Source: an optimization exercise on an open RTL-to-GDS flow (aim: small area). Production flows keep margins and buffers that such runs may drop.
In this exercise RTL edits were held to simulation tests only and were not proved equivalent to the original.

willow:
Design ds_block_top, start of the top module:
module ds_block_top #(
    parameter int IMG_W  = 6,
    parameter int IMG_H  = 5,
    parameter int STRIDE = 1
) (
    input  wire                                    clk,
    input  wire                                    rstn,
    input  wire                                    in_valid,
    input  wire  [ds_pkg::NCH*ds_pkg::ACT_W-1:0]   in_pix,
    output logic                                   out_valid,
    output logic [ds_pkg::NOUT*ds_pkg::ACT_W-1:0]  out_pix
);
clock: 8.0 ns
lec_check: 0
cap_margin: 20
core_margin: 2
core_utilization: 55
cts_buf_list: sky130_fd_sc_hd__clkbuf_16
cts_cluster_diameter: 140
cts_cluster_size: 28
slew_margin: 20
synth_hierarchical: 1
synth_minimum_keep_size: 0
standard.sh (not shown) runs the stock make flow with config.mk's settings and CLKGATE_MAP_FILE= SYNTH_SCRIPT=/design/flow/synth_recipe.tcl, a recipe that flattens the netlist after the stock synthesis.
==> flow/flow/run.sh <==
#!/bin/bash
# The standard layout with two changes: the port buffers are the smallest
# buffer (sky130_fd_sc_hd__buf_1) rather than the one buffer_ports picks by
# default, and clock tree synthesis adds no dummy loads. The clustering
# settings repeat config.mk's.
set -euo pipefail
export BUFFER_PORTS_ARGS="-buffer_cell sky130_fd_sc_hd__buf_1"
export CTS_ARGS="-sink_clustering_enable -repair_clock_nets -sink_clustering_size 28 -sink_clustering_max_diameter 140 -buf_list sky130_fd_sc_hd__clkbuf_16 -dont_use_dummy_load"
bash standard.sh > standard.log 2>&1
No stage failed in willow, and the final checks on the layout all came back clean.
diff inputs: willow => tundra
Settings: changing CORE_UTILIZATION from 55 to 70.
Findings:
- Every run in the comparison, willow and tundra, completed the flow with a clean layout.
- tundra: final cell count lower than willow
- In terms of data-path buffer share of cell area in the final layout, tundra and willow differ only marginally.
- Compared to willow, tundra was floorplanned on a smaller die.
- tundra vs willow, first-iteration DRC count went up by about 8%.
- Changes observed in tundra relative to willow: setup slack saw a decrease; overall die width saw a decrease.
diff inputs: tundra => garnet
Settings: CORE_UTILIZATION: 70 -> 40.
==> flow/flow/run.sh <==
#!/bin/bash
# The standard layout, except that the port buffers are the smallest buffer
# (sky130_fd_sc_hd__buf_1) rather than the one buffer_ports picks by default.
set -euo pipefail
export BUFFER_PORTS_ARGS="-buffer_cell sky130_fd_sc_hd__buf_1"
bash standard.sh > standard.log 2>&1
Notes after the runs:
Between tundra and garnet, worst slack at placement decreased.
The effective utilization at floorplan number comes out lower for garnet vs tundra.
Share of the clock period used by the worst path after layout is lower on tundra
Diff garnet..tundra | number of max-cap violations | unchanged
Against tundra as the reference, garnet delivers a lower combined global-route utilization of all metal layers.
Looking only at count of inserted tapcells, and setting everything else aside, the higher value of tundra and garnet goes to garnet.
Taking tundra as the reference, in garnet area added between synthesis and finish picked up an extra 2.1 points; global-route wire length before repair +about 5%.
diff inputs: garnet => cedar
Settings: swapping 140 for 120 in CTS_CLUSTER_DIAMETER; swapping 28 for 24 in CTS_CLUSTER_SIZE.
==> flow/flow/run.sh <==
#!/bin/bash
# The standard layout with two changes: the port buffers are the smallest
# buffer (sky130_fd_sc_hd__buf_1) rather than the one buffer_ports picks by
# default, and clock tree synthesis adds no dummy loads. The clustering
# settings repeat config.mk's. The constant outputs share one tie cell.
set -euo pipefail
export BUFFER_PORTS_ARGS="-buffer_cell sky130_fd_sc_hd__buf_1"
export SKIP_REPAIR_TIE_FANOUT=1
export CTS_ARGS="-sink_clustering_enable -repair_clock_nets -sink_clustering_size 24 -sink_clustering_max_diameter 120 -buf_list sky130_fd_sc_hd__clkbuf_16 -dont_use_dummy_load"
bash standard.sh > standard.log 2>&1
==> results.txt <==
- When cedar is measured against garnet, its worst-case headroom to the max-slew limit turns out 0.72 points lower.
- On wire length of the first global-routing pass, cedar and garnet are basically level.
- The wire length on garnet is in line with that on cedar.
- Delta (cedar minus garnet): latest clock arrival within the worst-skew pair climbed 0.05 ns, detailed route wirelength on metal2 barely changed, register-to-register slack dropped 0.12 ns, sequential share of layout area barely changed.
- | cell area | cedar vs garnet | ≈ equal |
diff inputs: cedar => maple
Settings: changing CTS_CLUSTER_SIZE from 24 to 28; changing CTS_CLUSTER_DIAMETER from 120 to 140.
==> flow/flow/run.sh <==
#!/bin/bash
# The standard layout with two changes: the port buffers are the smallest
# buffer (sky130_fd_sc_hd__buf_1) rather than the one buffer_ports picks by
# default, and clock tree synthesis adds no dummy loads. The clustering
# settings repeat config.mk's.
set -euo pipefail
export BUFFER_PORTS_ARGS="-buffer_cell sky130_fd_sc_hd__buf_1"
export CTS_ARGS="-sink_clustering_enable -repair_clock_nets -sink_clustering_size 28 -sink_clustering_max_diameter 140 -buf_list sky130_fd_sc_hd__clkbuf_16 -dont_use_dummy_load"
bash standard.sh > standard.log 2>&1
Of the two values seen for cell at the slowest stage of the critical path, sky130_fd_sc_hd__and2_1 was produced by cedar and sky130_fd_sc_hd__o41ai_1 by maple. [maple] setup slack fell 0.025 ns relative to cedar. From cedar to maple the numbers moved as follows: cell area after layout ~0 delta. Against cedar, wire length on met3 in maple rose by a little under 10%.

Starting RTL as in the previous note.
==> flow/config.mk <==
export PLATFORM = sky130hd
export DESIGN_NAME = ds_block_top
export DESIGN_NICKNAME = ds_block_top
export VERILOG_FILES = /design/flow/design.v
export SDC_FILE = /design/flow/constraint.sdc
export NUM_CORES = 4
export LEC_CHECK = 0
export CAP_MARGIN = 20
export CORE_MARGIN = 2
export CORE_UTILIZATION = 40
export CTS_BUF_LIST = sky130_fd_sc_hd__clkbuf_16
export CTS_CLUSTER_DIAMETER = 140
export CTS_CLUSTER_SIZE = 28
export SLEW_MARGIN = 20
export SYNTH_HIERARCHICAL = 1
export SYNTH_MINIMUM_KEEP_SIZE = 0
==> flow/constraint.sdc <==
create_clock -name core_clock -period 8.0 [get_ports {clk}]
set_input_delay 1.6000 -clock core_clock [delete_from_list [all_inputs] [get_ports {clk}]]
set_output_delay 1.6000 -clock core_clock [all_outputs]
set_load 0.01 [all_outputs]
==> flow/flow/run.sh <==
#!/bin/bash
# The standard layout with two changes: the port buffers are the smallest
# buffer (sky130_fd_sc_hd__buf_1) rather than the one buffer_ports picks by
# default, and clock tree synthesis adds no dummy loads. The clustering
# settings repeat config.mk's. The constant outputs share one tie cell.
set -euo pipefail
export BUFFER_PORTS_ARGS="-buffer_cell sky130_fd_sc_hd__buf_1"
export SKIP_REPAIR_TIE_FANOUT=1
export CTS_ARGS="-sink_clustering_enable -repair_clock_nets -sink_clustering_size 28 -sink_clustering_max_diameter 140 -buf_list sky130_fd_sc_hd__clkbuf_16 -dont_use_dummy_load"
bash standard.sh > standard.log 2>&1
Next try:
==> flow/flow/run.sh (replaced) <==
#!/bin/bash
# The standard layout, except that the port buffers are the smallest buffer
# (sky130_fd_sc_hd__buf_1) rather than the one buffer_ports picks by default.
set -euo pipefail
export BUFFER_PORTS_ARGS="-buffer_cell sky130_fd_sc_hd__buf_1"
bash standard.sh > standard.log 2>&1
Settings changed: CTS_CLUSTER_DIAMETER 140 to 120, CTS_CLUSTER_SIZE 28 to 24.
What happened: The changed run went through all stages and came out clean. Count of clock-buffer cells in the layout is higher by 5. Worst setup slack got worse by 0.016 ns. Die area does not change. Non-clock buffer count does not change. Critical path depth stays the same. Via count is higher by 0.66%. Routed wire length is lower by 0.30%. Design area is higher by 1.1%. Global-route usage is about the same.

Another version of the RTL of ds_block_top (not shown whole).
Size: roughly 490 flip-flops, roughly 100 I/O pins.
Settings: LEC_CHECK=0, CAP_MARGIN=20, CORE_MARGIN=2, CORE_UTILIZATION=40, CTS_BUF_LIST=sky130_fd_sc_hd__clkbuf_16, CTS_CLUSTER_DIAMETER=120, CTS_CLUSTER_SIZE=24, SLEW_MARGIN=20, SYNTH_HIERARCHICAL=1, SYNTH_MINIMUM_KEEP_SIZE=0; clock period 8.0 ns.
==> flow/flow/run.sh <==
#!/bin/bash
# The standard layout, except that the port buffers are the smallest buffer
# (sky130_fd_sc_hd__buf_1) rather than the one buffer_ports picks by default.
set -euo pipefail
export BUFFER_PORTS_ARGS="-buffer_cell sky130_fd_sc_hd__buf_1"
bash standard.sh > standard.log 2>&1
Rerun with:
==> flow/run.sh (new file) <==
#!/bin/bash
# synth_recipe.tcl (not shown) runs the flow's synth.tcl, then flattens the netlist and writes it again
# the make line also repeats each setting of config.mk as NAME=value (left out here)
make -C /OpenROAD-flow-scripts/flow DESIGN_CONFIG=/design/flow/config.mk WORK_HOME=/design/flow/orfs CLKGATE_MAP_FILE= SYNTH_SCRIPT=/design/flow/synth_recipe.tcl finish
removed: flow/flow/run.sh
removed: flow/standard.sh
Outcome: The new run completed with no timing, DRC or antenna violations; synthesized area is unchanged; die area does not change; via count grows by 1.0%.

## port drivers added, routing unchanged
No port has a modelled driver above. Below, the same layouts with a new extraction and two added sets of constraints. Step 1: set_driving_cell puts a clkbuf_16 on clk and a buf_2 on each other input, an assumption about the parent block. Step 2 also shifts input and output timing later by t, the mid clock arrival at the registers, as if the neighbouring blocks saw the same clock. Three values: ideal ports, drivers, drivers and shift; two values: the first two.
| run | t, ns | slack for setup (ns) | cell pins on the clock port's net |
|---|---|---|---|
| willow | 0.617 | 0.646 / 0.587 / 0.788 | 1 |
| tundra | 0.602 | 0.626 / 0.569 / 0.961 | 1 |
| garnet | 0.619 | 0.592 / 0.527 / 0.734 | 1 |
| cedar | 0.632 | 0.614 / 0.557 / 0.614 | 1 |
| maple | 0.614 | 0.589 / 0.524 / 0.751 | 1 |
| the first run of note 2 | 0.625 | 0.591 / 0.529 / 0.712 | 1 |
| the second run of note 2 | 0.625 | 0.575 / 0.514 / 0.778 | 1 |
| the first run of note 3 | 0.647 | 0.687 / 0.618 / 0.982 | 1 |
| the second run of note 3 | 0.637 | 0.479 / 0.413 / 1.050 | 1 |
After both steps every run listed still meets setup and hold.
